Context: an optimization exercise on an open-source flow, tuned for small area, a short achievable clock period and few clock cycles per item. The choices shown serve that exercise and are no tape-out recipe. Function was checked by simulation only, so behaviour that the tests miss may differ from the original. No activity file was given, so power comes from the tool's default toggle rates.

==> design/flow/design.v <==
package addr_pkg;
  typedef union packed {
    logic [24-1:0] word;
    struct packed {
      logic [18-1:0]    tag;
      logic [4-1:0]  index;
      logic [2-1:0] offset;
    } f;
  } cache_addr_u;
endpackage
package line_pkg;
  typedef union packed {
    logic [32-1:0]         word;
    logic [(32/8)-1:0][7:0] bytes;   
  } cache_line_u;
endpackage
module cache_l1_top (
  input  logic                     clk,
  input  logic                     reset,
  input  logic                     cpu_req,
  input  logic                     cpu_we,
  input  logic [24-1:0] cpu_addr,
  input  logic [7:0]               cpu_wdata,
  output logic                     cpu_ack,
  output logic [7:0]               cpu_rdata,
  output logic                     mem_req,
  output logic                     mem_we,
  output logic [24-1:0] mem_addr,
  output logic [32-1:0] mem_wdata,
  input  logic                     mem_ack,
  input  logic [32-1:0] mem_rdata
);
  localparam int SETS = 1 << 4;
  localparam int WAYS = 4;
  localparam int TW   = 18;
  localparam int IW   = 4;
  localparam int LW   = 32;
  localparam int UW   = 3;
  function automatic logic gt3(input logic [2:0] a, input logic [2:0] b);
    gt3 = (a[2] & ~b[2]) |
          ((a[2] | ~b[2]) & ((a[1] & ~b[1]) | ((a[1] | ~b[1]) & a[0] & ~b[0])));
  endfunction
  function automatic logic [2:0] sat_inc(input logic [2:0] c);
    sat_inc = {c[2] | (c[1] & c[0]),
               (c[1] & ~c[0]) | (c[0] & (~c[1] | c[2])),
               ~c[0] | (c[2] & c[1])};
  endfunction
  localparam logic [2:0] S_IDLE  = 3'd0;   
  localparam logic [2:0] S_WB    = 3'd2;   
  localparam logic [2:0] S_WBREL = 3'd3;   
  localparam logic [2:0] S_FILL  = 3'd4;   
  localparam logic [2:0] S_DONE  = 3'd5;   
  localparam logic [2:0] S_MWAIT = 3'd6;   
  logic [2:0] state;
  logic       idle;
  logic       fill;
  logic       upd_q;   
  assign idle = (state == S_IDLE);
  assign fill = (state == S_FILL);
  logic [TW-1:0] tag_q   [SETS][WAYS];
  logic [LW-1:0] data_q  [SETS][WAYS];
  logic [UW-1:0] cnt_q   [SETS][WAYS];   
  logic          dirty_q [SETS][WAYS];
  logic [TW-1:0] a_tag;
  logic [IW-1:0] a_idx;
  logic [1:0]    a_off;
  assign a_tag = cpu_addr[23:6];
  assign a_idx = cpu_addr[5:2];
  assign a_off = cpu_addr[1:0];
  logic [3:0]    lo_oh;
  logic [3:0]    off_oh;
  logic [TW-1:0] c_tag  [4][WAYS];
  logic [UW-1:0] c_cnt  [4][WAYS];
  logic [LW-1:0] c_line [4][WAYS];
  assign lo_oh = 4'(1) << a_idx[1:0];
  assign off_oh = 4'(1) << a_off;
  for (genvar j = 0; j < 4; j++) begin : g_cand
    for (genvar w = 0; w < WAYS; w++) begin : g_way
      assign c_tag[j][w] = tag_q[{a_idx[3:2], 2'(j)}][w];
      assign c_cnt[j][w] = cnt_q[{a_idx[3:2], 2'(j)}][w];
      assign c_line[j][w] = data_q[{a_idx[3:2], 2'(j)}][w];
    end
  end
  logic [TW-1:0] r_tag  [WAYS];   
  logic [UW-1:0] r_cnt  [WAYS];   
  logic [LW-1:0] r_line [WAYS];   
  logic [7:0]    r_byte [WAYS];   
  always_comb begin
    for (int w = 0; w < WAYS; w++) begin
      r_tag[w] = '0;
      r_cnt[w] = '0;
      r_line[w] = '0;
      r_byte[w] = '0;
      for (int j = 0; j < 4; j++) begin
        if (lo_oh[j]) begin
          r_tag[w] = r_tag[w] | c_tag[j][w];
          r_cnt[w] = r_cnt[w] | c_cnt[j][w];
          r_line[w] = r_line[w] | c_line[j][w];
        end
        for (int o = 0; o < 4; o++) begin
          if (lo_oh[j] && off_oh[o]) r_byte[w] = r_byte[w] | c_line[j][w][8*o +: 8];
        end
      end
    end
  end
  logic [WAYS-1:0] match [4];
  logic [WAYS-1:0] hit_w;
  logic            hit;
  for (genvar j = 0; j < 4; j++) begin : g_match
    for (genvar w = 0; w < WAYS; w++) begin : g_way
      assign match[j][w] = (c_cnt[j][w] != '0) && (c_tag[j][w] == a_tag);
    end
  end
  always_comb begin
    hit_w = '0;
    for (int j = 0; j < 4; j++) begin
      hit_w = hit_w | (match[j] & {WAYS{lo_oh[j]}});
    end
  end
  assign hit = |hit_w;
  logic [UW-1:0] cnt_nx   [SETS][WAYS];
  logic          dirty_nx [SETS][WAYS];
  logic [1:0]    vict_q   [SETS];   
  logic          vict_d_q [SETS];   
  for (genvar s = 0; s < SETS; s++) begin : g_vict
    logic [1:0] v;
    logic       vd;
    always_comb begin
      logic [UW-1:0] c0, c1, c2, c3, min_lo, min_hi;
      logic          pick_1, pick_3, hi;
      c0 = cnt_nx[s][0];
      c1 = cnt_nx[s][1];
      c2 = cnt_nx[s][2];
      c3 = cnt_nx[s][3];
      pick_1 = gt3(c0, c1);
      min_lo = pick_1 ? c1 : c0;
      pick_3 = gt3(c2, c3);
      min_hi = pick_3 ? c3 : c2;
      hi = gt3(min_lo, min_hi);
      v = {hi, hi ? pick_3 : pick_1};
      vd = dirty_nx[s][v] && (cnt_nx[s][v] != '0);
    end
    always_ff @(posedge clk or posedge reset) begin
      if (reset) begin
        vict_q[s] <= '0;   
        vict_d_q[s] <= 1'b0;
      end else begin
        vict_q[s] <= v;
        vict_d_q[s] <= vd;
      end
    end
  end
  logic [1:0]      victim;
  logic [WAYS-1:0] v_oh;
  logic            v_dirty;
  logic [TW-1:0]   v_tag;
  logic [LW-1:0]   v_line;
  always_comb begin
    victim = vict_q[a_idx];
    v_dirty = vict_d_q[a_idx];
    v_oh = WAYS'(1) << victim;
    v_tag = '0;
    v_line = '0;
    for (int w = 0; w < WAYS; w++) begin
      if (v_oh[w]) begin
        v_tag = v_tag | r_tag[w];
        v_line = v_line | r_line[w];
      end
    end
  end
  logic [1:0] hit_way;
  always_comb begin
    hit_way = '0;
    for (int w = 0; w < WAYS; w++) begin
      if (hit_w[w]) hit_way = hit_way | 2'(w);
    end
  end
  logic [IW-1:0] idx_q;
  logic [1:0]    way_q;
  logic [1:0]    off_q;
  logic          we_q;
  logic [7:0]    wdata_q;
  logic [UW-1:0] rcnt_q [WAYS];
  always_ff @(posedge clk) begin
    if (idle) begin
      idx_q <= a_idx;
      way_q <= hit ? hit_way : victim;
      off_q <= a_off;
      we_q <= cpu_we;
      wdata_q <= cpu_wdata;
      for (int w = 0; w < WAYS; w++) rcnt_q[w] <= r_cnt[w];
    end
  end
  always_ff @(posedge clk or posedge reset) begin
    if (reset) begin
      state <= S_IDLE;
      cpu_ack <= 1'b0;
      mem_req <= 1'b0;
      upd_q <= 1'b0;
    end else begin
      upd_q <= 1'b0;
      case (state)
        S_IDLE: begin
          if (cpu_req) begin
            if (hit) begin
              cpu_ack <= 1'b1;
              upd_q <= 1'b1;
              state <= S_DONE;
            end else begin
              mem_req <= !mem_ack;
              state <= mem_ack ? S_MWAIT : v_dirty ? S_WB : S_FILL;
            end
          end
        end
        S_MWAIT: begin
          if (!mem_ack) begin
            mem_req <= 1'b1;
            state <= v_dirty ? S_WB : S_FILL;
          end
        end
        S_WB: begin
          if (mem_ack) begin
            mem_req <= 1'b0;
            state <= S_WBREL;
          end
        end
        S_WBREL: begin
          if (!mem_ack) begin
            mem_req <= 1'b1;
            state <= S_FILL;
          end
        end
        S_FILL: begin
          if (mem_ack) begin
            mem_req <= 1'b0;
            cpu_ack <= 1'b1;
            state <= S_DONE;
          end
        end
        S_DONE: begin
          if (!cpu_req) begin
            cpu_ack <= 1'b0;
            state <= S_IDLE;
          end
        end
        default: state <= S_IDLE;
      endcase
    end
  end
  logic wb_sel;
  assign wb_sel = v_dirty && (state == S_IDLE || state == S_MWAIT || state == S_WB);
  always_ff @(posedge clk) begin
    mem_we <= wb_sel;
    mem_addr <= {wb_sel ? v_tag : a_tag, a_idx, 2'b00};
    mem_wdata <= v_line;
  end
  logic [7:0]      rbyte_q [WAYS];
  logic [WAYS-1:0] rhit_q;
  always_ff @(posedge clk or posedge reset) begin
    if (reset) begin
      for (int w = 0; w < WAYS; w++) rbyte_q[w] <= '0;
      rhit_q <= '0;
    end else if (idle) begin
      for (int w = 0; w < WAYS; w++) rbyte_q[w] <= cpu_we ? cpu_wdata : r_byte[w];
      rhit_q <= hit_w;
    end else if (fill) begin
      rbyte_q[0] <= we_q ? wdata_q : mem_rdata[8*off_q +: 8];
      rhit_q <= WAYS'(1);
    end
  end
  always_comb begin
    cpu_rdata = '0;
    for (int w = 0; w < WAYS; w++) begin
      if (rhit_q[w]) cpu_rdata = cpu_rdata | rbyte_q[w];
    end
  end
  logic [LW-1:0] wline;
  logic [3:0]    wbyte_en;
  logic [UW-1:0] wcnt;
  always_comb begin
    for (int b = 0; b < 4; b++) begin
      if (fill && !(we_q && off_q == 2'(b))) wline[8*b +: 8] = mem_rdata[8*b +: 8];
      else wline[8*b +: 8] = wdata_q;
      wbyte_en[b] = fill || (upd_q && we_q && off_q == 2'(b));
    end
    wcnt = fill ? UW'(1) : sat_inc(rcnt_q[way_q]);
  end
  for (genvar s = 0; s < SETS; s++) begin : g_set
    for (genvar w = 0; w < WAYS; w++) begin : g_way
      logic sel;
      assign sel = (idx_q == IW'(s)) && (way_q == 2'(w));
      assign cnt_nx[s][w] = (sel && (fill || upd_q)) ? wcnt : cnt_q[s][w];
      assign dirty_nx[s][w] = (sel && (fill || (upd_q && we_q))) ? we_q : dirty_q[s][w];
      always_ff @(posedge clk or posedge reset) begin
        if (reset) cnt_q[s][w] <= '0;   
        else cnt_q[s][w] <= cnt_nx[s][w];
      end
      always_ff @(posedge clk) begin
        if (sel && fill) tag_q[s][w] <= a_tag;
        dirty_q[s][w] <= dirty_nx[s][w];
        for (int b = 0; b < 4; b++) begin
          if (sel && wbyte_en[b]) data_q[s][w][8*b +: 8] <= wline[8*b +: 8];
        end
      end
    end
  end
endmodule
==> design/flow/flow/run.sh <==
#!/bin/bash
set -o pipefail
bash standard.sh SETUP_SLACK_MARGIN=7.6 "BUFFER_PORTS_ARGS=-buffer_cell sky130_fd_sc_hd__buf_4" finish > standard.log 2>&1
==> design/flow/standard.sh <==
#!/bin/bash
# synth_recipe.tcl (not shown) runs the flow's synth.tcl, then flattens the netlist and writes it again
# the make line also repeats each setting of config.mk as NAME=value (left out here)
make -C /OpenROAD-flow-scripts/flow DESIGN_CONFIG=/design/flow/config.mk WORK_HOME=/design/flow/orfs CLKGATE_MAP_FILE= SYNTH_SCRIPT=/design/flow/synth_recipe.tcl "${@:-finish}"
==> design/flow/config.mk <==
export PLATFORM = sky130hd
export DESIGN_NAME = cache_l1_top
export DESIGN_NICKNAME = cache_l1_top
export VERILOG_FILES = /design/flow/design.v
export SDC_FILE = /design/flow/constraint.sdc
export NUM_CORES = 8
export LEC_CHECK = 0
export CAP_MARGIN = 20
export CORE_MARGIN = 2
export CORE_UTILIZATION = 40
export CTS_CLUSTER_DIAMETER = 60
export CTS_CLUSTER_SIZE = 22
export SLEW_MARGIN = 20
export TNS_END_PERCENT = 20
==> design/flow/constraint.sdc <==
create_clock -name core_clock -period 12.0 [get_ports {clk}]
set_input_delay 2.4000 -clock core_clock [delete_from_list [all_inputs] [get_ports {clk}]]
set_output_delay 2.4000 -clock core_clock [all_outputs]
set_load 0.01 [all_outputs]
==> reports/metrics.cfg, run 1 <==
[run_status]
status = finished clean

[timing]
hold_violations = 0
final-max-slew-violation-count = 0
finalSetupTns_ns = 0
clock.fmax_mhz = 213
fin_skew_ns = 0.0902
maxSlewHeadroom_pct = 18.3
worst_pin_slew_ns = 1.22
rsz0062_at_grt = true
min_period_ns = 4.69
fin_crit_sh_pct = 39.1
setup_viol = 0

[synth]
synth.area.top_cells = edfxtp_1, mux4_2, dfrtp_1
synthMuxAreaShare_pct = 17.5
syn_avg_cell_area_um2 = 18.7
ys_ff_latch = 3630
yosys_warnings = 19
synth_common_cells = edfxtp_1, mux4_2, nor2_1, nand2_1, dfrtp_1
post_synth_xor_area_fraction_pct = 1.68
synth-simple-area-share_pct = 3.87
ys_types = 105
synthCells = 8083
synthFlopType = edfxtp_1
ys_async_sr_fraction_pct = 7.77
synthAdderAreaFrac_pct = 0.171
syn-cell-area_um2 = 151000
synth_top_family_by_area = multiplexers
yosysTopAreaCell = edfxtp_1
synth-compound-area-share_pct = 4.25
synth_top_area_share_pct = 64.3
synth_edf_count = 3229
synth_most_common_cell = edfxtp_1
yosysSeqAreaShare_pct = 70.6

[floorplan]
die_x_um = 618
pin_count = 136
die_h_um = 618
initial_core_util_pct = 40.1
core_um2 = 376000
die_area_um2 = 382000
rows = 225

[pwr]
p_total_uw = 32800
leakage_uw = 0.0565
p_per_area_nw_per_um2 = 190
peakVddDrop_mv = 0.209

[placed_design]
placed_cells = 12969
io_buffers = 133
routabilityCongestion = 0.920
place_hpwl_um = 305000

[critical_path]
endpoint_kind = register
crit_chain = buf_16 > buf_4 > buf_8 > mux4_2 > mux2i_1 > o21ai_1 > a21oi_1 > nand2_1 > o211ai_1 > o21ai_0 > o21ai_0 > a21oi_1
critPathKind = in -> reg
crit_path_top_delay_cell = a21oi_1
arrival_ns = 5.48
crit_required_ns = 12.79
start_kind = primary input
cp_slowest_stage_delay_ns = 0.53
worstPathMaxFanout = 48

[clock_network]
cts_root_buffer = clkbuf_16
cts_tree = built
clkLatencyLatePin_ns = 0.97
htree_levels = 5
cts.sinks = 3630
postCtsHoldBufs = 0
cts_buffers = 275
cts_buffer_depth = 4
clk_pin_slew_worst_paths_ns = 0.07

[detailed_routing]
drtPass1Iterations = 7
vias_per_cell = 6.27
ant_nets = 0
drc = 0
drt_iter0_markers = 12593
wire_per_inst_um = 36.5
vias = 85721
routed_wl_um = 498000

[global_routing]
grtUsageTotal_pct = 25.4
grt_pass1_vias = 82151
overflow = 0
grt_max_degree = 148
antenna_found_initial = 46
grt_pass1_wl_um = 677000

[final_layout]
finish.utilization_pct = 45.9
finalNonFillerCells = 13675
num-nets-final = 8504
area_growth_pct = 14.3
nFillCells = 31548
layout-drive-gt1-share_pct = 28.1

[worst_hold_path]
worst_hold_path_type = reg -> reg

[job]
cap_violations = 0

-- per-layer routing --
layer / up-vias / global-route usage [%] / routed length, µm
met2: 5210 / 38.6 / 227000
met1: 45912 / 34.3 / 191000
li1: 33573 / - / -
met5: - / 0 / 178
met3: 1002 / 6.32 / 51900
met4: 24 / 12.8 / 28400
-- layout make-up --
class	count	area [µm²]	area share (%)
Antenna cell	36	90.1	0.0523
Clock buffer	308	7250	4.21
Clock inverter	179	2370	1.38
Inverter	172	654	0.380
Multi-Input combinational cell	3812	42400	24.6
Sequential cell	3630	106000	61.7
Tap cell	4994	6250	3.63
Timing Repair Buffer	544	6870	3.99
-- worst paths after layout --
path,from,to,slack (ns),depth (start not counted)
hold reg to reg,dirty_q[0],dirty_q[0],0.48,2
max in group asynchronous,reset,rbyte_q[0][7],8.61,4
setup reg to reg,way_q[0],vict_d_q[0],7.37,8
hold / removal,dirty_q[0],dirty_q[0],0.48,2
setup / recovery,cpu_addr[5],rbyte_q[2][7],7.31,12
min in group asynchronous,reset,cnt_q[36][0],1.78,3
-- critical path, delay by kind of cell --
kind | cells | cell delay [ns]
muxes | 2 | 0.84
buffers and inverters | 3 | 0.71
AOI/OAI and AO/OA | 6 | 1.36
and+or+nand+nor | 1 | 0.11
-- through the flow --
step	hold slack, ns	cell area [µm²]	setup WS [ns]
CTS	0.476	171000	7.36
detailed placement	0.467	158000	4.26
finish	0.482	172000	7.31
global placement	0.452	158000	4.19
global route	0.502	172000	7.29
floorplan	0.442	151000	5.86
-- cells by family after synthesis --
group | after synthesis
adder cells (fa/ha/maj) | 25
flip-flops | 3630
multiplexers | 1260
AND/OR/NAND/NOR | 1299
other | 1
AO/OA/AOI/OAI | 936
buffers and inverters | 642
XOR/XNOR | 290
-- where the power goes --
part | total [µW] | internal, µW | switching (µW)
Clock | 10000 | 5020 | 5020
Sequential | 15800 | 15400 | 448
Combinational | 6890 | 2000 | 4890
Total | 32800 | 22400 | 10400
-- sequential cells by signal, summed over array words and instances, names as in the netlist, 2 cells and up --
signal     flops
cnt_q        192
data_q      2048
dirty_q       64
idx_q          4
mem_addr      22
mem_wdata     32
off_q          2
rbyte_q       32
rcnt_q        12
rhit_q         4
state          3
tag_q       1152
vict_d_q      16
vict_q        32
way_q          2
wdata_q        8
-- repair_timing --
action / CTS / global route
setup endpoints to repair: 153 / 140
pin swaps: 20 / 20
buffers inserted: 74 / 28
gates resized for setup: 208 / 95
cloned: 59 / 21
-- cell usage in the layout (no fill, tap or decap), types with 55 or more instances in the layout --
| cell type | synthesis | final |
|---|---|---|
| xor2_1 | 133 | 127 |
| xnor2_1 | 157 | 151 |
| a21oi_1 | 137 | 133 |
| buf_4 | 50 | 364 |
| nand2_1 | 463 | 447 |
| a31oi_1 | 62 | 55 |
| clkbuf_16 | 0 | 306 |
| o21ai_1 | 63 | 67 |
| o21ai_0 | 169 | 160 |
| edfxtp_1 | 3229 | 3229 |
| dfxtp_1 | 119 | 119 |
| nor2_2 | 2 | 60 |
| buf_16 | 0 | 57 |
| a211oi_1 | 76 | 72 |
| o211ai_1 | 64 | 64 |
| mux2_2 | 67 | 65 |
| dfrtp_1 | 282 | 276 |
| mux4_2 | 1097 | 1097 |
| nand4_1 | 58 | 58 |
| mux2i_1 | 93 | 91 |
| inv_1 | 158 | 156 |
| nor2_1 | 476 | 405 |
Testbench counts, summed over its fixed seeds: cycles 68,342, accesses 24,000.
==> inputs of run 2 (changes only) <==
--- a/design/flow/config.mk
+++ b/design/flow/config.mk
@@ -9,6 +9,6 @@
 export CORE_MARGIN = 2
 export CORE_UTILIZATION = 40
-export CTS_CLUSTER_DIAMETER = 60
-export CTS_CLUSTER_SIZE = 22
+export CTS_CLUSTER_DIAMETER = 65
+export CTS_CLUSTER_SIZE = 26
 export SLEW_MARGIN = 20
 export TNS_END_PERCENT = 20
==> reports/metrics.cfg, run 2 <==
[run_status]
status = finished clean

[final_layout]
largest_reg_flops = 2048  ; unchanged
top_register = data_q
num-nets-final = 8494  ; -0.12%
nFillCells = 31685  ; +0.43%
area_growth_pct = 13.5
multi_input_area_um2 = 42600  ; +0.42%
layout-drive-gt1-share_pct = 27.8  ; -0.21 points
final_cell_area_um2 = 171000  ; -0.68%
ff_latch_area_um2 = 106000  ; about the same
layout_common_cells = edfxtp_1, mux4_2, nand2_1
top_regs = data_q: 2048 flops, tag_q: 1152 flops, cnt_q: 192 flops
layout_commonest_cell = edfxtp_1

[critical_path]
r2r_end = vict_d_q[0]
arrival_ns = 5.51  ; +0.03 ns
start_kind = primary input
timing.rr.start = way_q[0]
reg2reg_slack_ns = 7.37  ; about the same
worstPathMaxFanout = 6  ; -88%
critPathKind = in -> reg
endpoint_kind = register
reg2regPathDepth = 8  ; unchanged
crit_required_ns = 12.82  ; +0.03 ns

[clock_network]
cts_root_buffer = clkbuf_16
cts_buffer_depth = 4  ; unchanged
htree_levels = 4  ; -1
cts.sinks = 3630  ; unchanged
cts_buffers = 216  ; -21%
clkLatencyLatePin_ns = 0.98  ; about the same
cts_tree = built
postCtsHoldBufs = 0  ; unchanged
clk_pin_slew_worst_paths_ns = 0.10  ; +0.03 ns

[detailed_routing]
drt_iter0_markers = 12484  ; -0.87%
drc = 0  ; unchanged
vias_per_cell = 6.28  ; +0.11%
ant_nets = 0  ; unchanged
routed_wl_um = 498000  ; -0.11%
vias = 85563  ; -0.18%
drtPass1Iterations = 6  ; -1
wire_per_inst_um = 36.5  ; +0.18%

[synth]
synthFlopType = edfxtp_1
ys_ff_latch = 3630  ; unchanged
yosysTopAreaCell = edfxtp_1
yosys_warnings = 19  ; unchanged
synthCells = 8083  ; unchanged
synth_edf_count = 3229  ; unchanged
syn-cell-area_um2 = 151000  ; unchanged
syn_avg_cell_area_um2 = 18.7  ; unchanged
ys_async_sr_fraction_pct = 7.77  ; unchanged
synth_most_common_cell = edfxtp_1
synth_common_cells = edfxtp_1, mux4_2, nor2_1, nand2_1, dfrtp_1
ys_types = 105  ; unchanged
synth_top_area_share_pct = 64.3  ; unchanged
synth.area.top_cells = edfxtp_1, mux4_2, dfrtp_1
yosysSeqAreaShare_pct = 70.6  ; unchanged

[timing]
finalSetupTns_ns = 0  ; unchanged
final-max-slew-violation-count = 0  ; unchanged
maxSlewHeadroom_pct = 16.0  ; -2.3 points
worst_pin_slew_ns = 1.26  ; +0.0348 ns
clock.fmax_mhz = 213  ; -0.11%
rsz0062_at_grt = true
min_period_ns = 4.70  ; +0.00530 ns
fin_crit_sh_pct = 39.1  ; +0.044 points
hold_violations = 0  ; unchanged
fin_skew_ns = 0.0948  ; +0.00459 ns
setup_viol = 0  ; unchanged

[global_routing]
grt_pass1_wl_um = 675000  ; -0.38%
grtUsageTotal_pct = 25.4  ; -0.053 points
grt_pass1_vias = 81428  ; -0.88%
grt_max_degree = 148  ; unchanged
antenna_found_initial = 46  ; unchanged
overflow = 0  ; unchanged

[pwr]
combPwrFrac_pct = 22.2  ; +1.2 points
clkPwrFrac_pct = 27.3  ; -3.3 points
switchingPower_uw = 10100  ; -2.5%
peakVddDrop_mv = 0.204  ; -2.6%
seqPwrFrac_pct = 50.6  ; +2.3 points
internal_power_uw = 21200  ; -5.3%
p_sw_share_pct = 32.2  ; +0.63 points
p_per_area_nw_per_um2 = 183  ; -3.8%
leakage_uw = 0.0558  ; -1.1%

[floorplan]
rows = 225  ; unchanged
die_x_um = 618  ; unchanged
initial_core_util_pct = 40.1  ; unchanged
core_um2 = 376000  ; unchanged
pin_count = 136  ; unchanged
die_area_um2 = 382000  ; unchanged
die_h_um = 618  ; unchanged

[placed_design]
io_buffers = 133  ; unchanged
placed_cell_area_um2 = 158000  ; unchanged
routabilityCongestion = 0.920  ; unchanged
place_hpwl_um = 305000  ; unchanged

[worst_hold_path]
hold_start = dirty_q[43]
worst_hold_path_type = reg -> reg
whs_endpoint = dirty_q[43]
hold_path_depth = 2  ; unchanged

[job]
cap_violations = 0  ; unchanged

[run 2: critical path: stages]
cell,delay [ns]
buf_16,0.12
buf_16,0.17
buf_12,0.14
clkbuf_16,0.15
buf_4,0.12
mux4_2,0.57
nor3_2,0.35
nor4_2,0.12
nand4_1,0.13
nand4_1,0.12
buf_6,0.16
nor4_4,0.33
nor3_2,0.09
a21oi_2,0.16
mux2_4,0.31
[run 2: per-layer routing]
metal / GRT usage (%) / part of all wire [%] / wire length (µm) / vias to the layer above
met5: 0 / 0.015 / 77 / -
met4: 13.2 / 5.8 / 29000 / 12
met3: 5.88 / 10 / 51500 / 947
met2: 38.5 / 46 / 227000 / 5280
met1: 34.2 / 38 / 190000 / 45824
li1: - / - / - / 33500
[run 2: through the flow]
stage / hold slack (ns) / util, % / cells / total power [µW] / setup WS, ns
CTS: 0.478 / 45.1 / 13511 / 31100 / 7.41
global placement: 0.452 / 42.1 / 12969 / 22200 / 4.19
floorplan: 0.442 / - / 8084 / 19500 / 5.86
detailed placement: 0.467 / 42.1 / 12969 / 22400 / 4.26
finish: 0.480 / 45.6 / 13635 / 31300 / 7.30
global route: 0.505 / 45.6 / 13602 / 32100 / 7.31
[run 2: power groups by stage]
stage | clock, µW | combinational, µW | sequential, µW
floorplan | 0 | 3620 | 15800
global placement | 0 | 6130 | 16100
detailed placement | 0 | 6300 | 16100
CTS | 8630 | 6640 | 15800
global route | 9040 | 7190 | 15900
finish | 8540 | 6940 | 15800
[run 2: final cells by class]
type,instances,area share (%)
inverter,172,0.382
antenna,43,0.0629
timing repair buffer,593,4.41
clock inverter,151,1.16
tap,4994,3.65
sequential,3630,62.2
clock buffer,240,3.27
multi-input combinational,3812,24.9
[run 2: what timing repair did]
item                       4_1_cts  5_1_grt
pin swaps                       28       25
cloned                          63       22
setup endpoints to repair      151      142
hold endpoints to repair         0        0
resized for setup              253      100
setup buffers                   88       58
[run 2: worst max-delay path by stage]
stage / startpoint / endpoint / slack (ns) / cells past startpoint
floorplan: reset / cnt_q[0][0] / 5.86 / 1
global placement: cpu_addr[5] / mem_req / 4.19 / 11
detailed placement: cpu_addr[5] / mem_req / 4.26 / 11
CTS: cpu_addr[4] / mem_req / 7.41 / 13
global route: cpu_addr[4] / mem_wdata[10] / 7.31 / 14
finish: cpu_addr[4] / mem_req / 7.30 / 15
[run 2: logic make-up (layout without fill, tap and decap cells)]
logic type	count (synthesis)	after routing	share of synthesized area, %
buffers and inverters	642	1156	1.91
flip-flops	3630	3630	70.6
other	1	45	0.00249
multiplexers	1260	1260	17.5
AND/OR/NAND/NOR	1299	1299	3.87
adder cells (fa/ha/maj)	25	25	0.171
XOR/XNOR	290	290	1.68
AO/OA/AOI/OAI	936	936	4.25
==> inputs of run 3 (changes only) <==
--- a/design/flow/config.mk
+++ b/design/flow/config.mk
@@ -11,4 +11,5 @@
 export CTS_CLUSTER_DIAMETER = 65
 export CTS_CLUSTER_SIZE = 26
+export PLACE_DENSITY = 0.75
 export SLEW_MARGIN = 20
 export TNS_END_PERCENT = 20
==> reports/metrics.cfg, run 3 <==
[run_status]
status = finished clean

[clock_network]
cts.sinks = 3630  ; unchanged
clkLatencyLatePin_ns = 0.99  ; about the same
cts_tree = built
cts_root_buffer = clkbuf_16
htree_levels = 4  ; unchanged
clk_pin_slew_worst_paths_ns = 0.10  ; about the same
cts_buffers = 184  ; -15%
cts_buffer_depth = 4  ; unchanged

[synth]
synth_most_common_cell = edfxtp_1
yosysSeqAreaShare_pct = 70.6  ; unchanged
syn-cell-area_um2 = 151000  ; unchanged
ys_ff_latch = 3630  ; unchanged
ys_types = 105  ; unchanged
synth_edf_count = 3229  ; unchanged
synthCells = 8083  ; unchanged
synthMuxAreaShare_pct = 17.5  ; unchanged
synthFlopType = edfxtp_1
ys_async_sr_fraction_pct = 7.77  ; unchanged
synth_common_cells = edfxtp_1, mux4_2, nor2_1, nand2_1, dfrtp_1
synth-simple-area-share_pct = 3.87  ; unchanged
synthAdderAreaFrac_pct = 0.171  ; unchanged
yosysTopAreaCell = edfxtp_1
yosys_warnings = 19  ; unchanged
synth-compound-area-share_pct = 4.25  ; unchanged
synth.area.top_cells = edfxtp_1, mux4_2, dfrtp_1
post_synth_xor_area_fraction_pct = 1.68  ; unchanged
syn_avg_cell_area_um2 = 18.7  ; unchanged
synth_top_area_share_pct = 64.3  ; unchanged
synth_top_family_by_area = multiplexers

[global_routing]
grt_pass1_vias = 82389  ; +1.2%
grtUsageTotal_pct = 24.6  ; -0.75 points
grt_pass1_wl_um = 661000  ; -1.9%
overflow = 0  ; unchanged
grt_max_degree = 82  ; -45%
antenna_found_initial = 46  ; unchanged

[timing]
fin_crit_sh_pct = 39.1  ; about the same
final-max-slew-violation-count = 0  ; unchanged
setup_viol = 0  ; unchanged
worst_pin_slew_ns = 1.35  ; +0.0923 ns
min_period_ns = 4.70  ; -0.00112 ns
rsz0062_at_grt = true
fin_skew_ns = 0.116  ; +0.0215 ns
clock.fmax_mhz = 213  ; about the same
layout_setup_ws_ns = 7.30  ; +0.00112 ns
maxSlewHeadroom_pct = 7.47  ; -8.5 points
finalSetupTns_ns = 0  ; unchanged
hold_violations = 0  ; unchanged

[detailed_routing]
routed_wl_um = 482000  ; -3.2%
drtPass1Iterations = 7  ; +1
vias_per_cell = 6.36  ; +1.4%
wire_per_inst_um = 35.7  ; -2.1%
drc = 0  ; unchanged
ant_nets = 0  ; unchanged
drt_iter0_markers = 14471  ; +16%
vias = 85799  ; +0.28%

[critical_path]
crit_required_ns = 12.88  ; +0.06 ns
start_kind = primary input
cp_slowest_stage_delay_ns = 0.54  ; -0.03 ns
critPathMostFrequentCell = buf_16
critPathKind = in -> reg
cp_num_buf_inv = 5  ; -1
crit_family = simple AND/OR/NAND/NOR gates
endpoint_kind = register
worstPathMaxFanout = 5  ; -1
crit_chain = buf_16 > buf_16 > buf_12 > buf_16 > mux4_2 > xnor2_1 > nand4_1 > nor4_2 > or4_4 > nor4_4 > buf_4 > nor3_4 > a21oi_2 > mux2_4
arrival_ns = 5.57  ; +0.06 ns
crit_path_top_delay_cell = mux4_2

[pwr]
peakVddDrop_mv = 0.278  ; +36%
p_per_area_nw_per_um2 = 179  ; -1.9%
leakage_uw = 0.0547  ; -2.0%
p_total_uw = 30300  ; -3.2%

[final_layout]
layout_common_cells = edfxtp_1, mux4_2, nand2_1
layout_commonest_cell = edfxtp_1
top_register = data_q
top_regs = data_q: 2048 flops, tag_q: 1152 flops, cnt_q: 192 flops
area_growth_pct = 12.0
layout-drive-gt1-share_pct = 26.5  ; -1.3 points
largest_reg_flops = 2048  ; unchanged
num-nets-final = 8401  ; -1.1%

[placed_design]
place_ws_ns = 4.37  ; +0.117 ns
routabilityCongestion = 0.975  ; +6.0%
io_buffers = 133  ; unchanged
place_hpwl_um = 293000  ; -3.9%

[floorplan]
rows = 225  ; unchanged
core_um2 = 376000  ; unchanged
die_x_um = 618  ; unchanged
die_area_um2 = 382000  ; unchanged
pin_count = 136  ; unchanged
die_h_um = 618  ; unchanged
initial_core_util_pct = 40.1  ; unchanged

[worst_hold_path]
worst_hold_path_type = reg -> reg

[job]
cap_violations = 0  ; unchanged

-- run 3: cell count changes in the layout (fill, tap and decap cells not counted), moves of 11 or more --
cell       delta
clkbuf_16    -43
buf_4        -28
clkbuf_1     +25
buf_6        -20
clkinv_8     -16
clkinv_4     -14
mux2i_1      -14
inv_8        -12
inv_16       -11
-- run 3: per-stage QoR --
stage / utilization, % / instance area [µm²] / hold slack, ns / cells
finish: 45.0 / 169000 / 0.474 / 13484
global route: 45.0 / 169000 / 0.501 / 13450
CTS: 44.7 / 168000 / 0.473 / 13403
detailed placement: 42.1 / 158000 / 0.461 / 12960
global placement: 42.0 / 158000 / 0.452 / 12956
floorplan: - / 151000 / 0.442 / 8084
-- run 3: final timing paths --
kind,startpoint,slack [ns],depth (start not counted),to
worst max-delay path,cpu_addr[4],7.30,14,mem_req
worst min-delay path,dirty_q[28],0.47,2,dirty_q[28]
worst max register to register,idx_q[3],7.50,13,vict_q[8][0]
worst min register to register,dirty_q[28],0.47,2,dirty_q[28]
max in group asynchronous,reset,8.06,4,cnt_q[37][0]
min in group asynchronous,reset,1.56,2,state[2]
-- run 3: worst reg2reg max path: cells and delay by family (launching register included) --
family / cells / cell delay [ns]
AOI/OAI and AO/OA: 6 / 1.34
adders and majority gates: 1 / 0.36
buffers and inverters: 2 / 0.54
DFF: 1 / 0.62
muxes: 1 / 0.35
and+or+nand+nor: 3 / 1.06
-- run 3: layout make-up --
type	count	area [µm²]
Multi-Input combinational cell	3813	42700
Fill cell	31252	207000
Timing Repair Buffer	531	6880
Tap cell	4994	6250
Inverter	172	664
Clock inverter	73	1010
Sequential cell	3630	106000
Clock buffer	232	4890
Antenna cell	39	97.6
-- run 3: logic make-up (layout without fill, tap and decap cells) --
kind of cell | after synthesis | in the layout
AO/OA/AOI/OAI | 936 | 937
AND/OR/NAND/NOR | 1299 | 1299
buffers and inverters | 642 | 1008
XOR/XNOR | 290 | 290
other | 1 | 41
adder cells (fa/ha/maj) | 25 | 25
flip-flops | 3630 | 3630
multiplexers | 1260 | 1260
-- run 3: power by group --
| part | total, µW | internal (µW) | switching (µW) |
|---|---|---|---|
| Sequential | 15900 | 15400 | 484 |
| Clock | 7410 | 3170 | 4240 |
| Combinational | 7020 | 2060 | 4960 |
| Total | 30300 | 20600 | 9680 |
-- run 3: repair_timing --
item                       4_1_cts  5_1_grt
gates cloned                    68       11
setup buffers                   70       28
resized for setup              286       66
pin swaps                       29       13
setup endpoints to repair      154      156
hold buffers                     0        0
-- run 3: layer usage --
layer | up-vias | share of wire [%] | GRT usage [%]
met5 | - | 0.035 | 0
met4 | 26 | 6.8 | 14.1
met3 | 1254 | 14 | 7.85
met2 | 6754 | 45 | 36.7
met1 | 44572 | 35 | 31.8
li1 | 33193 | - | -
==> inputs of run 4 (changes only) <==
--- a/design/flow/config.mk
+++ b/design/flow/config.mk
@@ -11,5 +11,5 @@
 export CTS_CLUSTER_DIAMETER = 65
 export CTS_CLUSTER_SIZE = 26
-export PLACE_DENSITY = 0.75
+export PLACE_DENSITY = 0.68
 export SLEW_MARGIN = 20
 export TNS_END_PERCENT = 20
==> reports/metrics.cfg, run 4 <==
[synth]
ys_types = 105  ; unchanged
ys_ff_latch = 3630  ; unchanged
yosysTopAreaCell = edfxtp_1
synthFlopType = edfxtp_1
yosysSeqAreaShare_pct = 70.6  ; unchanged
synth_edf_count = 3229  ; unchanged
syn-cell-area_um2 = 151000  ; unchanged
ys_async_sr_fraction_pct = 7.77  ; unchanged
synthCells = 8083  ; unchanged
synth_common_cells = edfxtp_1, mux4_2, nor2_1, nand2_1, dfrtp_1
syn_avg_cell_area_um2 = 18.7  ; unchanged
synth.area.top_cells = edfxtp_1, mux4_2, dfrtp_1
synth_most_common_cell = edfxtp_1
synth_top_area_share_pct = 64.3  ; unchanged
yosys_warnings = 19  ; unchanged

[detailed_routing]
routed_wl_um = 486000  ; +0.91%
vias_per_cell = 6.36  ; about the same
drt_iter0_markers = 14293  ; -1.2%
drtPass1Iterations = 9  ; +2
ant_nets = 0  ; unchanged
vias = 86002  ; +0.24%
wire_per_inst_um = 36.0  ; +0.62%
drc = 0  ; unchanged

[timing]
final-max-slew-violation-count = 0  ; unchanged
fin_skew_ns = 0.108  ; -0.00849 ns
clock.fmax_mhz = 214  ; +0.30%
min_period_ns = 4.68  ; -0.0141 ns
fin_crit_sh_pct = 39.0  ; -0.12 points
worst_pin_slew_ns = 1.26  ; -0.0918 ns
layout_setup_ws_ns = 7.32  ; +0.0141 ns
hold_violations = 0  ; unchanged
rsz0062_at_grt = true
maxSlewHeadroom_pct = 16.0  ; +8.5 points
finalSetupTns_ns = 0  ; unchanged
setup_viol = 0  ; unchanged

[critical_path]
start_kind = register
reg2regPathDepth = 11  ; -2
r2r_end = vict_d_q[13]
worstPathMaxFanout = 9  ; +4
arrival_ns = 2.28  ; -3.29 ns
timing.rr.start = way_q[1]
reg2reg_slack_ns = 7.46  ; -0.04 ns
endpoint_kind = output port
critPathKind = reg -> out
crit_required_ns = 9.60  ; -3.28 ns
crit_start = rhit_q[2]

[placed_design]
place_ws_ns = 4.49  ; +0.117 ns
routabilityCongestion = 0.979  ; +0.40%
placed_cells = 12956  ; -0.031%
io_buffers = 133  ; unchanged
place_hpwl_um = 295000  ; +0.69%

[global_routing]
grtUsageTotal_pct = 24.8  ; +0.13 points
overflow = 0  ; unchanged
grt_pass1_wl_um = 663000  ; +0.24%
grt_max_degree = 84  ; +2.4%
grt_pass1_vias = 81941  ; -0.54%
antenna_found_initial = 43  ; -6.5%

[final_layout]
top_register = data_q
top_regs = data_q: 2048 flops, tag_q: 1152 flops, cnt_q: 192 flops
layout_common_cells = edfxtp_1, mux4_2, nand2_1
area_growth_pct = 12.2  ; about the same
layout-drive-gt1-share_pct = 26.3  ; -0.20 points
layout_commonest_cell = edfxtp_1
finish.utilization_pct = 45.0  ; about the same
largest_reg_flops = 2048  ; unchanged
nFillCells = 31484  ; +0.74%
num-nets-final = 8421  ; +0.24%
finalNonFillerCells = 13523  ; +0.29%

[pwr]
p_per_area_nw_per_um2 = 180  ; +0.45%
peakVddDrop_mv = 0.226  ; -19%
p_total_uw = 30500  ; +0.55%
leakage_uw = 0.0550  ; +0.44%

[floorplan]
rows = 225  ; unchanged
pin_count = 136  ; unchanged
die_h_um = 618  ; unchanged
die_area_um2 = 382000  ; unchanged
initial_core_util_pct = 40.1  ; unchanged
die_x_um = 618  ; unchanged
core_um2 = 376000  ; unchanged

[clock_network]
cts_tree = built
postCtsHoldBufs = 0  ; unchanged
clkLatencyLatePin_ns = 0.97  ; -0.02 ns
cts_buffer_depth = 4  ; unchanged
cts.sinks = 3630  ; unchanged
clk_pin_slew_worst_paths_ns = 0.10  ; about the same
htree_levels = 4  ; unchanged
cts_buffers = 187  ; +1.6%
cts_root_buffer = clkbuf_16

[job]
cap_violations = 0  ; unchanged

[worst_hold_path]
worst_hold_path_type = reg -> reg
hold_start = dirty_q[12]
hold_path_depth = 2  ; unchanged
whs_endpoint = dirty_q[12]

[run_status]
status = finished clean

-- run 4: cell counts after synthesis --
No cell type changed its count.
-- run 4: repair_timing --
item                       CTS  global route
buffers inserted            85            25
gates cloned                76            12
resized for setup          207            77
setup endpoints to repair  152           143
hold endpoints to repair     0             0
pin swaps                   25            21
-- run 4: worst max-delay path by stage --
stage	to	slack [ns]	cells after the start
3_5_place_dp	mem_req	4.49	11
5_1_grt	mem_req	7.37	13
3_3_place_gp	rbyte_q[0][3]	4.57	10
4_1_cts	mem_req	7.35	12
6_report	cpu_rdata[1]	7.32	3
2_1_floorplan	cnt_q[0][0]	5.86	1
-- run 4: per-layer routing --
| layer | GRT usage, % | vias to the layer above | routed length (µm) |
|---|---|---|---|
| li1 | - | 33267 | - |
| met1 | 32.8 | 45338 | 175000 |
| met2 | 36.6 | 6240 | 216000 |
| met3 | 7.44 | 1127 | 64600 |
| met4 | 13.5 | 30 | 31000 |
| met5 | 0.455 | - | 446 |
-- run 4: area by class of cell --
type                       count  area (µm²)  share of cell area (%)
inverter                     172         653                   0.386
multi-input combinational   3815       42500                    25.1
clock buffer                 250        5080                    3.01
timing repair buffer         546        7040                    4.16
antenna                       39        97.6                  0.0577
sequential                  3630      106000                    62.9
tap                         4994        6250                    3.70
clock inverter                77        1070                   0.632
-- run 4: power by group --
part	total, µW	internal [µW]	switching (µW)
combinational	7030	2050	4990
clock	7570	3300	4270
sequential	15900	15400	474
-- run 4: worst max-delay path, cell delays in order (launching register included) --
cell and delay (ns):
dfrtp_2 0.52, a22oi_1 0.34, nand2_2 0.23, buf_4 0.21
-- run 4: per-stage QoR --
stage	hold WS, ns	cell area (µm²)
2_1_floorplan	0.442	151000
3_3_place_gp	0.452	158000
3_5_place_dp	0.464	158000
4_1_cts	0.477	168000
5_1_grt	0.501	169000
6_report	0.474	169000
-- run 4: logic make-up after synthesis --
kind of cell             Yosys count  share of synthesized area [%]
AO/OA/AOI/OAI                    936                           4.25
XOR/XNOR                         290                           1.68
adder cells (fa/ha/maj)           25                          0.171
buffers and inverters            642                           1.91
flip-flops                      3630                           70.6
multiplexers                    1260                           17.5
other                              1                        0.00249
AND/OR/NAND/NOR                 1299                           3.87
==> inputs of run 5 (changes only) <==
--- a/design/flow/design.v
+++ b/design/flow/design.v
@@ -127,17 +127,26 @@
     logic       vd;
     always_comb begin
-      logic [UW-1:0] c0, c1, c2, c3, min_lo, min_hi;
-      logic          pick_1, pick_3, hi;
+      logic [UW-1:0]   c0, c1, c2, c3;
+      logic            g01, g02, g03, g12, g13, g23;
+      logic [WAYS-1:0] oh;
       c0 = cnt_nx[s][0];
       c1 = cnt_nx[s][1];
       c2 = cnt_nx[s][2];
       c3 = cnt_nx[s][3];
-      pick_1 = gt3(c0, c1);
-      min_lo = pick_1 ? c1 : c0;
-      pick_3 = gt3(c2, c3);
-      min_hi = pick_3 ? c3 : c2;
-      hi = gt3(min_lo, min_hi);
-      v = {hi, hi ? pick_3 : pick_1};
-      vd = dirty_nx[s][v] && (cnt_nx[s][v] != '0);
+      g01 = gt3(c0, c1);
+      g02 = gt3(c0, c2);
+      g03 = gt3(c0, c3);
+      g12 = gt3(c1, c2);
+      g13 = gt3(c1, c3);
+      g23 = gt3(c2, c3);
+      oh[0] = !g01 && !g02 && !g03;
+      oh[1] = g01 && !g12 && !g13;
+      oh[2] = g02 && g12 && !g23;
+      oh[3] = g03 && g13 && g23;
+      v = {oh[2] | oh[3], oh[1] | oh[3]};
+      vd = 1'b0;
+      for (int w = 0; w < WAYS; w++) begin
+        vd = vd | (oh[w] && dirty_nx[s][w] && (cnt_nx[s][w] != '0));
+      end
     end
     always_ff @(posedge clk or posedge reset) begin
@@ -257,9 +266,6 @@
   logic [7:0]      rbyte_q [WAYS];
   logic [WAYS-1:0] rhit_q;
-  always_ff @(posedge clk or posedge reset) begin
-    if (reset) begin
-      for (int w = 0; w < WAYS; w++) rbyte_q[w] <= '0;
-      rhit_q <= '0;
-    end else if (idle) begin
+  always_ff @(posedge clk) begin
+    if (idle) begin
       for (int w = 0; w < WAYS; w++) rbyte_q[w] <= cpu_we ? cpu_wdata : r_byte[w];
       rhit_q <= hit_w;
--- a/design/flow/config.mk
+++ b/design/flow/config.mk
@@ -11,5 +11,5 @@
 export CTS_CLUSTER_DIAMETER = 65
 export CTS_CLUSTER_SIZE = 26
-export PLACE_DENSITY = 0.68
+export PLACE_DENSITY = 0.75
 export SLEW_MARGIN = 20
 export TNS_END_PERCENT = 20
==> reports/metrics.cfg, run 5 <==
[run_status]
status = finished clean

[clock_network]
cts_buffer_depth = 4  ; unchanged
htree_levels = 4  ; unchanged
cts_root_buffer = clkbuf_16
clkLatencyLatePin_ns = 0.99  ; +0.02 ns
cts_tree = built
postCtsHoldBufs = 0  ; unchanged
clk_pin_slew_worst_paths_ns = 0.09  ; about the same
cts_buffers = 202  ; +8.0%
cts.sinks = 3630  ; unchanged

[timing]
final-max-slew-violation-count = 0  ; unchanged
hold_violations = 0  ; unchanged
clock.fmax_mhz = 217  ; +1.5%
fin_skew_ns = 0.110  ; +0.00205 ns
fin_crit_sh_pct = 38.4  ; -0.58 points
maxSlewHeadroom_pct = 12.3  ; -3.7 points
worst_pin_slew_ns = 1.31  ; +0.0554 ns
rsz0062_at_grt = true
setup_viol = 0  ; unchanged
finalSetupTns_ns = 0  ; unchanged
min_period_ns = 4.61  ; -0.0702 ns

[floorplan]
core_um2 = 375000  ; -0.15%
initial_core_util_pct = 40.1  ; about the same
pin_count = 136  ; unchanged
die_x_um = 617  ; about the same
die_h_um = 617  ; about the same
die_area_um2 = 381000  ; -0.18%
rows = 225  ; unchanged

[worst_hold_path]
worst_hold_path_type = reg -> reg

[critical_path]
arrival_ns = 5.43  ; +3.15 ns
crit_path_top_delay_cell = mux4_2
start_kind = primary input
endpoint_kind = register
crit_required_ns = 12.81  ; +3.21 ns
crit_chain = buf_16 > buf_12 > buf_16 > mux4_2 > o31ai_4 > buf_4 > nor4_1 > a32oi_1 > nand3_2 > nor4_4 > buf_4 > nor3b_4 > a2bb2oi_2
critPathKind = in -> reg
worstPathMaxFanout = 9  ; unchanged
crit_family = buffers and inverters
cp_slowest_stage_delay_ns = 0.64  ; +0.12 ns
cp_num_buf_inv = 5  ; +4

[synth]
yosysSeqAreaShare_pct = 70.8  ; +0.25 points
synth_edf_count = 3265  ; +1.1%
ys_async_sr_fraction_pct = 6.78  ; -0.99 points
yosysTopAreaCell = edfxtp_1
synth_most_common_cell = edfxtp_1
synth.area.top_cells = edfxtp_1, mux4_2, dfrtp_1
ys_types = 88  ; -16%
ys_ff_latch = 3630  ; unchanged
synthCells = 8003  ; -0.99%
synthFlopType = edfxtp_1
synth_common_cells = edfxtp_1, mux4_2, nor2_1, nand2_1, dfrtp_1
synth_top_area_share_pct = 65.1  ; +0.83 points
syn-cell-area_um2 = 150000  ; -0.18%
yosys_warnings = 19  ; unchanged
syn_avg_cell_area_um2 = 18.8  ; +0.82%

[pwr]
p_per_area_nw_per_um2 = 184  ; +2.1%
switchingPower_uw = 9990  ; +2.6%
internal_power_uw = 21200  ; +2.1%
seqPwrFrac_pct = 51.2  ; -0.9 points
clkPwrFrac_pct = 25.8  ; +1.0 points
p_sw_share_pct = 32.0  ; +0.10 points
leakage_uw = 0.0547  ; -0.41%
combPwrFrac_pct = 23.0  ; about the same
peakVddDrop_mv = 0.189  ; -16%

[global_routing]
grtUsageTotal_pct = 24.0  ; -0.73 points
grt_pass1_vias = 81347  ; -0.72%
antenna_found_initial = 63  ; +47%
overflow = 0  ; unchanged
grt_pass1_wl_um = 648000  ; -2.3%
grt_max_degree = 129  ; +54%

[detailed_routing]
vias_per_cell = 6.32  ; -0.66%
wl_met3_um = 64000  ; -0.96%
wl_met2_um = 212000  ; -1.5%
vias = 85060  ; -1.1%
drc = 0  ; unchanged
highest_layer = met5
met1_length_um = 163000  ; -6.6%
ant_nets = 0  ; unchanged
drt_iter0_markers = 14026  ; -1.9%
wire_per_inst_um = 35.3  ; -1.9%
drtPass1Iterations = 8  ; -1
routed_wl_um = 475000  ; -2.4%

[final_layout]
final_cell_area_um2 = 169000  ; +0.15%
top_regs = data_q: 2048 flops, tag_q: 1152 flops, cnt_q: 192 flops
layout-drive-gt1-share_pct = 26.7  ; +0.36 points
layout_commonest_cell = edfxtp_1
layout_common_cells = edfxtp_1, mux4_2, nor2_1
top_register = data_q
num-nets-final = 8329  ; -1.1%
finish.utilization_pct = 45.2  ; +0.14 points
largest_reg_flops = 2048  ; unchanged
nFillCells = 30995  ; -1.6%
area_growth_pct = 12.5

[placed_design]
io_buffers = 133  ; unchanged
placed_cell_area_um2 = 158000  ; about the same
place_hpwl_um = 288000  ; -2.4%
routabilityCongestion = 0.937  ; -4.3%

[job]
cap_violations = 0  ; unchanged

==> run 5: stage by stage <==
stage               total power, µW  std cells  hold slack, ns  worst slack (ns)
floorplan                     19800       8004           0.439              6.37
global placement              22500      12865           0.456              4.64
detailed placement            22700      12867           0.476              4.61
CTS                           30800      13340           0.485              7.46
global route                  31900      13432           0.498              7.40
finish                        31200      13464           0.482              7.39
==> run 5: area by class of cell <==
cell class	instances	area, µm²	area share (%)
timing repair buffer	509	6420	3.79
antenna	54	135	0.0798
clock inverter	108	1500	0.885
sequential	3630	107000	62.9
tap	4994	6250	3.69
inverter	152	576	0.340
clock buffer	252	5390	3.18
multi-input combinational	3765	42500	25.1
==> run 5: logic make-up (layout without fill, tap and decap cells) <==
| group | after synthesis | in the layout | synth area share [%] |
|---|---|---|---|
| muxes | 1257 | 1257 | 17.4 |
| xor gates and xnor gates | 285 | 285 | 1.66 |
| and+or+nand+nor | 1292 | 1293 | 4.01 |
| buffers and inverters | 611 | 1021 | 1.78 |
| DFF | 3630 | 3630 | 70.8 |
| AOI/OAI and AO/OA | 843 | 844 | 3.73 |
| adders and majority gates | 84 | 84 | 0.579 |
| other | 1 | 56 | 0.00249 |
==> run 5: worst register-to-register path, cell delays in order (launching register included) <==
cell and delay (ns):
edfxtp_1 0.71, nor2b_4 0.54, buf_4 0.52, nand2_4 0.49, nor2_1 0.30, a21boi_0 0.26, maj3_1 0.43, maj3_2 0.32
or4_1 0.50, o21ai_0 0.08, a221o_1 0.20
==> run 5: repair_timing <==
action,CTS,global route
pin swaps,32,22
buffers inserted,55,48
cloned,58,20
endpoints found under the setup margin,136,114
gates resized for setup,192,69
hold endpoints to repair,0,0
==> run 5: worst paths after layout <==
path	from	cells after the start	to	slack, ns
worst max-delay path	cpu_addr[4]	13	state[2]	7.39
worst min-delay path	dirty_q[3]	2	dirty_q[3]	0.48
worst max register to register	way_q[0]	10	vict_d_q[12]	7.51
worst min register to register	dirty_q[3]	2	dirty_q[3]	0.48
max in group asynchronous	reset	5	cnt_q[48][1]	8.00
min in group asynchronous	reset	3	vict_d_q[7]	1.79
==> run 5: power groups by stage <==
stage / Sequential [µW] / Combinational (µW) / Clock [µW]
after floorplan: 16000 / 3850 / 0
after global placement: 16200 / 6270 / 0
after detailed placement: 16200 / 6440 / 0
after CTS: 15900 / 6820 / 8060
after global routing: 16000 / 7430 / 8470
final: 16000 / 7160 / 8030
==> run 5: routing by layer <==
layer | vias up | GRT usage [%]
met5 | - | 0
met4 | 34 | 15.3
met3 | 1198 | 6.88
met2 | 6616 | 35.7
li1 | 32991 | -
met1 | 44221 | 31.1
Testbench counts of run 5, summed over its fixed seeds: cycles 68,342, accesses 24,000.
==> inputs of run 6 (changes only) <==
--- a/design/flow/design.v
+++ b/design/flow/design.v
@@ -72,4 +72,5 @@
   logic [TW-1:0] c_tag  [4][WAYS];
   logic [UW-1:0] c_cnt  [4][WAYS];
+  logic          c_dirty [4][WAYS];
   logic [LW-1:0] c_line [4][WAYS];
   assign lo_oh = 4'(1) << a_idx[1:0];
@@ -79,4 +80,5 @@
       assign c_tag[j][w] = tag_q[{a_idx[3:2], 2'(j)}][w];
       assign c_cnt[j][w] = cnt_q[{a_idx[3:2], 2'(j)}][w];
+      assign c_dirty[j][w] = dirty_q[{a_idx[3:2], 2'(j)}][w];
       assign c_line[j][w] = data_q[{a_idx[3:2], 2'(j)}][w];
     end
@@ -84,4 +86,5 @@
   logic [TW-1:0] r_tag  [WAYS];   
   logic [UW-1:0] r_cnt  [WAYS];   
+  logic          r_dirty [WAYS];  
   logic [LW-1:0] r_line [WAYS];   
   logic [7:0]    r_byte [WAYS];   
@@ -90,4 +93,5 @@
       r_tag[w] = '0;
       r_cnt[w] = '0;
+      r_dirty[w] = 1'b0;
       r_line[w] = '0;
       r_byte[w] = '0;
@@ -96,4 +100,5 @@
           r_tag[w] = r_tag[w] | c_tag[j][w];
           r_cnt[w] = r_cnt[w] | c_cnt[j][w];
+          r_dirty[w] = r_dirty[w] | c_dirty[j][w];
           r_line[w] = r_line[w] | c_line[j][w];
         end
@@ -119,45 +124,8 @@
   end
   assign hit = |hit_w;
-  logic [UW-1:0] cnt_nx   [SETS][WAYS];
-  logic          dirty_nx [SETS][WAYS];
-  logic [1:0]    vict_q   [SETS];   
-  logic          vict_d_q [SETS];   
-  for (genvar s = 0; s < SETS; s++) begin : g_vict
-    logic [1:0] v;
-    logic       vd;
-    always_comb begin
-      logic [UW-1:0]   c0, c1, c2, c3;
-      logic            g01, g02, g03, g12, g13, g23;
-      logic [WAYS-1:0] oh;
-      c0 = cnt_nx[s][0];
-      c1 = cnt_nx[s][1];
-      c2 = cnt_nx[s][2];
-      c3 = cnt_nx[s][3];
-      g01 = gt3(c0, c1);
-      g02 = gt3(c0, c2);
-      g03 = gt3(c0, c3);
-      g12 = gt3(c1, c2);
-      g13 = gt3(c1, c3);
-      g23 = gt3(c2, c3);
-      oh[0] = !g01 && !g02 && !g03;
-      oh[1] = g01 && !g12 && !g13;
-      oh[2] = g02 && g12 && !g23;
-      oh[3] = g03 && g13 && g23;
-      v = {oh[2] | oh[3], oh[1] | oh[3]};
-      vd = 1'b0;
-      for (int w = 0; w < WAYS; w++) begin
-        vd = vd | (oh[w] && dirty_nx[s][w] && (cnt_nx[s][w] != '0));
-      end
-    end
-    always_ff @(posedge clk or posedge reset) begin
-      if (reset) begin
-        vict_q[s] <= '0;   
-        vict_d_q[s] <= 1'b0;
-      end else begin
-        vict_q[s] <= v;
-        vict_d_q[s] <= vd;
-      end
-    end
-  end
+  logic [1:0] vict_q   [SETS];   
+  logic       vict_d_q [SETS];   
+  logic [1:0] nv;                
+  logic       nvd;               
   logic [1:0]      victim;
   logic [WAYS-1:0] v_oh;
@@ -191,4 +159,5 @@
   logic [7:0]    wdata_q;
   logic [UW-1:0] rcnt_q [WAYS];
+  logic          rdirty_q [WAYS];
   always_ff @(posedge clk) begin
     if (idle) begin
@@ -199,4 +168,5 @@
       wdata_q <= cpu_wdata;
       for (int w = 0; w < WAYS; w++) rcnt_q[w] <= r_cnt[w];
+      for (int w = 0; w < WAYS; w++) rdirty_q[w] <= r_dirty[w];
     end
   end
@@ -284,4 +254,5 @@
   logic [3:0]    wbyte_en;
   logic [UW-1:0] wcnt;
+  logic          wdirty;
   always_comb begin
     for (int b = 0; b < 4; b++) begin
@@ -291,4 +262,5 @@
     end
     wcnt = fill ? UW'(1) : sat_inc(rcnt_q[way_q]);
+    wdirty = fill ? we_q : (rdirty_q[way_q] | we_q);
   end
   for (genvar s = 0; s < SETS; s++) begin : g_set
@@ -296,13 +268,11 @@
       logic sel;
       assign sel = (idx_q == IW'(s)) && (way_q == 2'(w));
-      assign cnt_nx[s][w] = (sel && (fill || upd_q)) ? wcnt : cnt_q[s][w];
-      assign dirty_nx[s][w] = (sel && (fill || (upd_q && we_q))) ? we_q : dirty_q[s][w];
       always_ff @(posedge clk or posedge reset) begin
         if (reset) cnt_q[s][w] <= '0;   
-        else cnt_q[s][w] <= cnt_nx[s][w];
+        else if (sel && (fill || upd_q)) cnt_q[s][w] <= wcnt;
       end
       always_ff @(posedge clk) begin
         if (sel && fill) tag_q[s][w] <= a_tag;
-        dirty_q[s][w] <= dirty_nx[s][w];
+        if (sel && (fill || (upd_q && we_q))) dirty_q[s][w] <= we_q;
         for (int b = 0; b < 4; b++) begin
           if (sel && wbyte_en[b]) data_q[s][w][8*b +: 8] <= wline[8*b +: 8];
@@ -310,4 +280,40 @@
       end
     end
+  end
+  always_comb begin
+    logic [UW-1:0]   c [WAYS];
+    logic            d [WAYS];
+    logic            g01, g02, g03, g12, g13, g23;
+    logic [WAYS-1:0] oh;
+    for (int w = 0; w < WAYS; w++) begin
+      c[w] = (way_q == 2'(w)) ? wcnt : rcnt_q[w];
+      d[w] = (way_q == 2'(w)) ? wdirty : rdirty_q[w];
+    end
+    g01 = gt3(c[0], c[1]);
+    g02 = gt3(c[0], c[2]);
+    g03 = gt3(c[0], c[3]);
+    g12 = gt3(c[1], c[2]);
+    g13 = gt3(c[1], c[3]);
+    g23 = gt3(c[2], c[3]);
+    oh[0] = !g01 && !g02 && !g03;
+    oh[1] = g01 && !g12 && !g13;
+    oh[2] = g02 && g12 && !g23;
+    oh[3] = g03 && g13 && g23;
+    nv = {oh[2] | oh[3], oh[1] | oh[3]};
+    nvd = 1'b0;
+    for (int w = 0; w < WAYS; w++) begin
+      nvd = nvd | (oh[w] && d[w] && (c[w] != '0));
+    end
+  end
+  for (genvar s = 0; s < SETS; s++) begin : g_vict
+    always_ff @(posedge clk or posedge reset) begin
+      if (reset) begin
+        vict_q[s] <= '0;   
+        vict_d_q[s] <= 1'b0;
+      end else if ((fill || upd_q) && idx_q == IW'(s)) begin
+        vict_q[s] <= nv;
+        vict_d_q[s] <= nvd;
+      end
+    end
   end
 endmodule
==> reports/metrics.cfg, run 6 <==
[clock_network]
cts_tree = built
cts_buffers = 185  ; -8.4%
htree_levels = 4  ; unchanged
cts_buffer_depth = 4  ; unchanged
cts.sinks = 3634  ; +0.11%
cts_root_buffer = clkbuf_16
clk_pin_slew_worst_paths_ns = 0.10  ; about the same
clkLatencyLatePin_ns = 0.94  ; -0.05 ns
postCtsHoldBufs = 0  ; unchanged

[critical_path]
arrival_ns = 5.42  ; about the same
start_kind = primary input
crit_chain = buf_16 > buf_12 > mux4_2 > o31ai_2 > nor4_1 > nand4_1 > nand4_1 > buf_6 > nor4_4 > buf_6 > nor3_1 > or3_1
critPathKind = in -> reg
cp_slowest_stage_delay_ns = 0.58  ; -0.06 ns
crit_required_ns = 12.78  ; -0.03 ns
cp_num_buf_inv = 4  ; -1
endpoint_kind = register
crit_family = simple AND/OR/NAND/NOR gates
crit_path_top_delay_cell = mux4_2
worstPathMaxFanout = 7  ; -2

[synth]
ys_types = 75  ; -15%
synth.area.top_cells = edfxtp_1, mux4_2, dfrtp_1
synthFlopType = edfxtp_1
yosys_warnings = 22  ; +3
synth_edf_count = 3333  ; +2.1%
ys_ff_latch = 3634  ; +0.11%
synth_most_common_cell = edfxtp_1
syn_avg_cell_area_um2 = 19.8  ; +5.4%
synth_top_area_share_pct = 68.1  ; +2.9 points
yosysSeqAreaShare_pct = 73.0  ; +2.2 points
yosysTopAreaCell = edfxtp_1
ys_async_sr_fraction_pct = 6.77  ; -0.0075 points
synthCells = 7421  ; -7.3%
syn-cell-area_um2 = 147000  ; -2.3%
synth_common_cells = edfxtp_1, mux4_2, nand2_1, nor2_1, o21ai_0

[final_layout]
largest_reg_flops = 2048  ; unchanged
num-nets-final = 7739  ; -7.1%
top_register = data_q
top_regs = data_q: 2048 flops, tag_q: 1152 flops, cnt_q: 192 flops
ff_latch_area_um2 = 107000  ; +0.71%
nFillCells = 29777  ; -3.9%
layout-drive-gt1-share_pct = 26.8  ; +0.062 points
finish.utilization_pct = 44.8  ; -0.35 points
layout_commonest_cell = edfxtp_1
multi_input_area_um2 = 38300  ; -10%
finalNonFillerCells = 12653  ; -6.0%
area_growth_pct = 11.5
layout_common_cells = edfxtp_1, mux4_2, nand2_1

[detailed_routing]
vias = 80351  ; -5.5%
drt_iter0_markers = 14700  ; +4.8%
drc = 0  ; unchanged
drtPass1Iterations = 6  ; -2
ant_nets = 0  ; unchanged
vias_per_cell = 6.35  ; +0.52%
wire_per_inst_um = 34.8  ; -1.3%
routed_wl_um = 440000  ; -7.3%

[timing]
setup_viol = 0  ; unchanged
rsz0062_at_grt = true
worst_pin_slew_ns = 1.23  ; -0.0857 ns
clock.fmax_mhz = 216  ; -0.60%
hold_violations = 0  ; unchanged
layout_setup_ws_ns = 7.36  ; -0.0277 ns
min_period_ns = 4.64  ; +0.0277 ns
fin_skew_ns = 0.0902  ; -0.0197 ns
final-max-slew-violation-count = 0  ; unchanged
finalSetupTns_ns = 0  ; unchanged
maxSlewHeadroom_pct = 18.0  ; +5.7 points
fin_crit_sh_pct = 38.7  ; +0.23 points

[placed_design]
io_buffers = 133  ; unchanged
place_ws_ns = 4.66  ; +0.0471 ns
place_hpwl_um = 267000  ; -7.1%
placed_cells = 12138  ; -5.7%
routabilityCongestion = 0.969  ; +3.4%

[floorplan]
core_um2 = 366000  ; -2.4%
pin_count = 136  ; unchanged
rows = 222  ; -1.3%
die_h_um = 610  ; -1.1%
die_x_um = 610  ; -1.1%
die_area_um2 = 372000  ; -2.3%
initial_core_util_pct = 40.2  ; +0.063 points

[pwr]
p_per_area_nw_per_um2 = 176  ; -4.2%
peakVddDrop_mv = 0.226  ; +20%
leakage_uw = 0.0518  ; -5.4%

[global_routing]
met3_usage_pct = 7.63  ; +0.76 points
overflow = 0  ; unchanged
grtUsageTotal_pct = 23.0  ; -1.0 points
grt_pass1_vias = 76583  ; -5.9%
antenna_found_initial = 41  ; -35%
grt_use_met2_pct = 34.3  ; -1.4 points
busiest_layer = met2
grt_util_met1_pct = 30.4  ; -0.64 points
grt_max_degree = 181  ; +40%
grt_pass1_wl_um = 605000  ; -6.6%

[job]
cap_violations = 0  ; unchanged

[run_status]
status = finished clean

[worst_hold_path]
worst_hold_path_type = reg -> reg

run 6: changes by cell type in the layout (fill, tap and decap cells not counted), moves of 60 or more:
| cell | change |
|---|---|
| o21a_1 | -69 |
| edfxtp_1 | +68 |
| inv_1 | -132 |
| nand2_1 | +138 |
| o211ai_1 | -81 |
| o21ai_0 | +60 |
| dfxtp_1 | -64 |
run 6: cells by family (layout without fill, tap and decap cells):
group	Yosys count	in the layout	synth area share (%)
flip-flops	3634	3634	73.0
multiplexers	1256	1256	17.8
AND/OR/NAND/NOR	1212	1212	3.53
AO/OA/AOI/OAI	576	576	2.35
buffers and inverters	463	821	1.62
XOR/XNOR	279	279	1.66
other	1	59	0.00255
run 6: path summary, 6_finish.rpt:
kind,from,end,slack [ns],cells after the start
max in group asynchronous,reset,vict_q[10][1],8.68,4
min,cnt_q[35][1],cnt_q[35][1],0.49,2
min in group asynchronous,reset,cnt_q[54][2],1.81,3
min reg2reg,cnt_q[35][1],cnt_q[35][1],0.49,2
max,cpu_addr[4],state[2],7.36,12
max reg2reg,way_q[1],vict_q[1][1],7.75,9
run 6: area by class of cell:
cell class / instances / area share, %
Inverter: 28 / 0.0778
Multi-Input combinational cell: 3325 / 23.3
Antenna cell: 57 / 0.0870
Clock buffer: 236 / 2.99
Timing Repair Buffer: 496 / 3.90
Clock inverter: 61 / 0.458
Sequential cell: 3634 / 65.5
Tap cell: 4816 / 3.68
run 6: what timing repair did:
item | 4_1_cts | 5_1_grt
cloned | 61 | 7
buffers inserted | 61 | 29
setup endpoints to repair | 106 | 99
pin swaps | 24 | 18
gates resized for setup | 227 | 61
run 6: power by group:
group,total [µW],internal [µW],switching (µW)
Combinational,5670,1570,4090
Clock,7160,3040,4130
Sequential,16100,15600,463
run 6: metal layers:
layer,part of all wire (%),up-vias
li1,-,30546
met1,34,41712
met2,45,6955
met3,15,1112
met4,5.8,26
met5,0.037,-
run 6: worst register-to-register path: stages (launching register included):
cell and delay [ns]:
edfxtp_1 0.88, nor2b_2 0.67, buf_4 0.41, nor2_1 0.10, a41oi_1 0.46, a21oi_1 0.15, o31ai_1 0.31, nor3b_1 0.12
nor2_2 0.76, o21ai_0 0.23
run 6: per-stage QoR:
stage	cell area, µm²	hold slack [ns]	total power (µW)
finish	164000	0.487	28900
global route	164000	0.505	29600
floorplan	147000	0.442	19000
detailed placement	154000	0.463	21500
CTS	163000	0.486	28600
global placement	154000	0.456	21200
Testbench counts of run 6, summed over its fixed seeds: cycles 68,342, accesses 24,000.

==> static timing again, ports no longer ideal <==
The flow's constraints put no driver on any port. The routed layouts listed below were extracted and timed again, unchanged, in two steps.
Step 1 sets driving cells, clkbuf_16 on the clock port and buf_2 on the other inputs (assumed; they add their load-dependent delay and slew).
Step 2 also shifts input and output timing later by t, the mid clock arrival at the registers, as if the neighbouring blocks saw the same clock.
a / b / c = ideal / step 1 / step 2; a / b = the first two.
run	shift t [ns]	slack for setup (ns)	worst setup path after step 2	clock arrival spread, ns	pins driven straight from the clock port
run 1	1.038	7.307 / 7.022 / 5.984	input to register	0.091 / 0.091	1
run 2	1.057	7.302 / 6.887 / 5.830	input to register	0.110 / 0.110	1
run 3	1.056	7.303 / 7.059 / 6.003	input to register	0.124 / 0.125	1
run 4	1.025	7.317 / 6.915 / 5.890	input to register	0.114 / 0.114	1
run 5	1.028	7.388 / 6.949 / 5.921	input to register	0.124 / 0.125	1
run 6	1.003	7.360 / 6.930 / 5.927	input to register	0.100 / 0.100	1
After both steps every run listed still meets setup and hold. For run 2, which loses most, drivers alone change the setup slack by -0.415 ns; drivers and shift together by -1.472 ns.
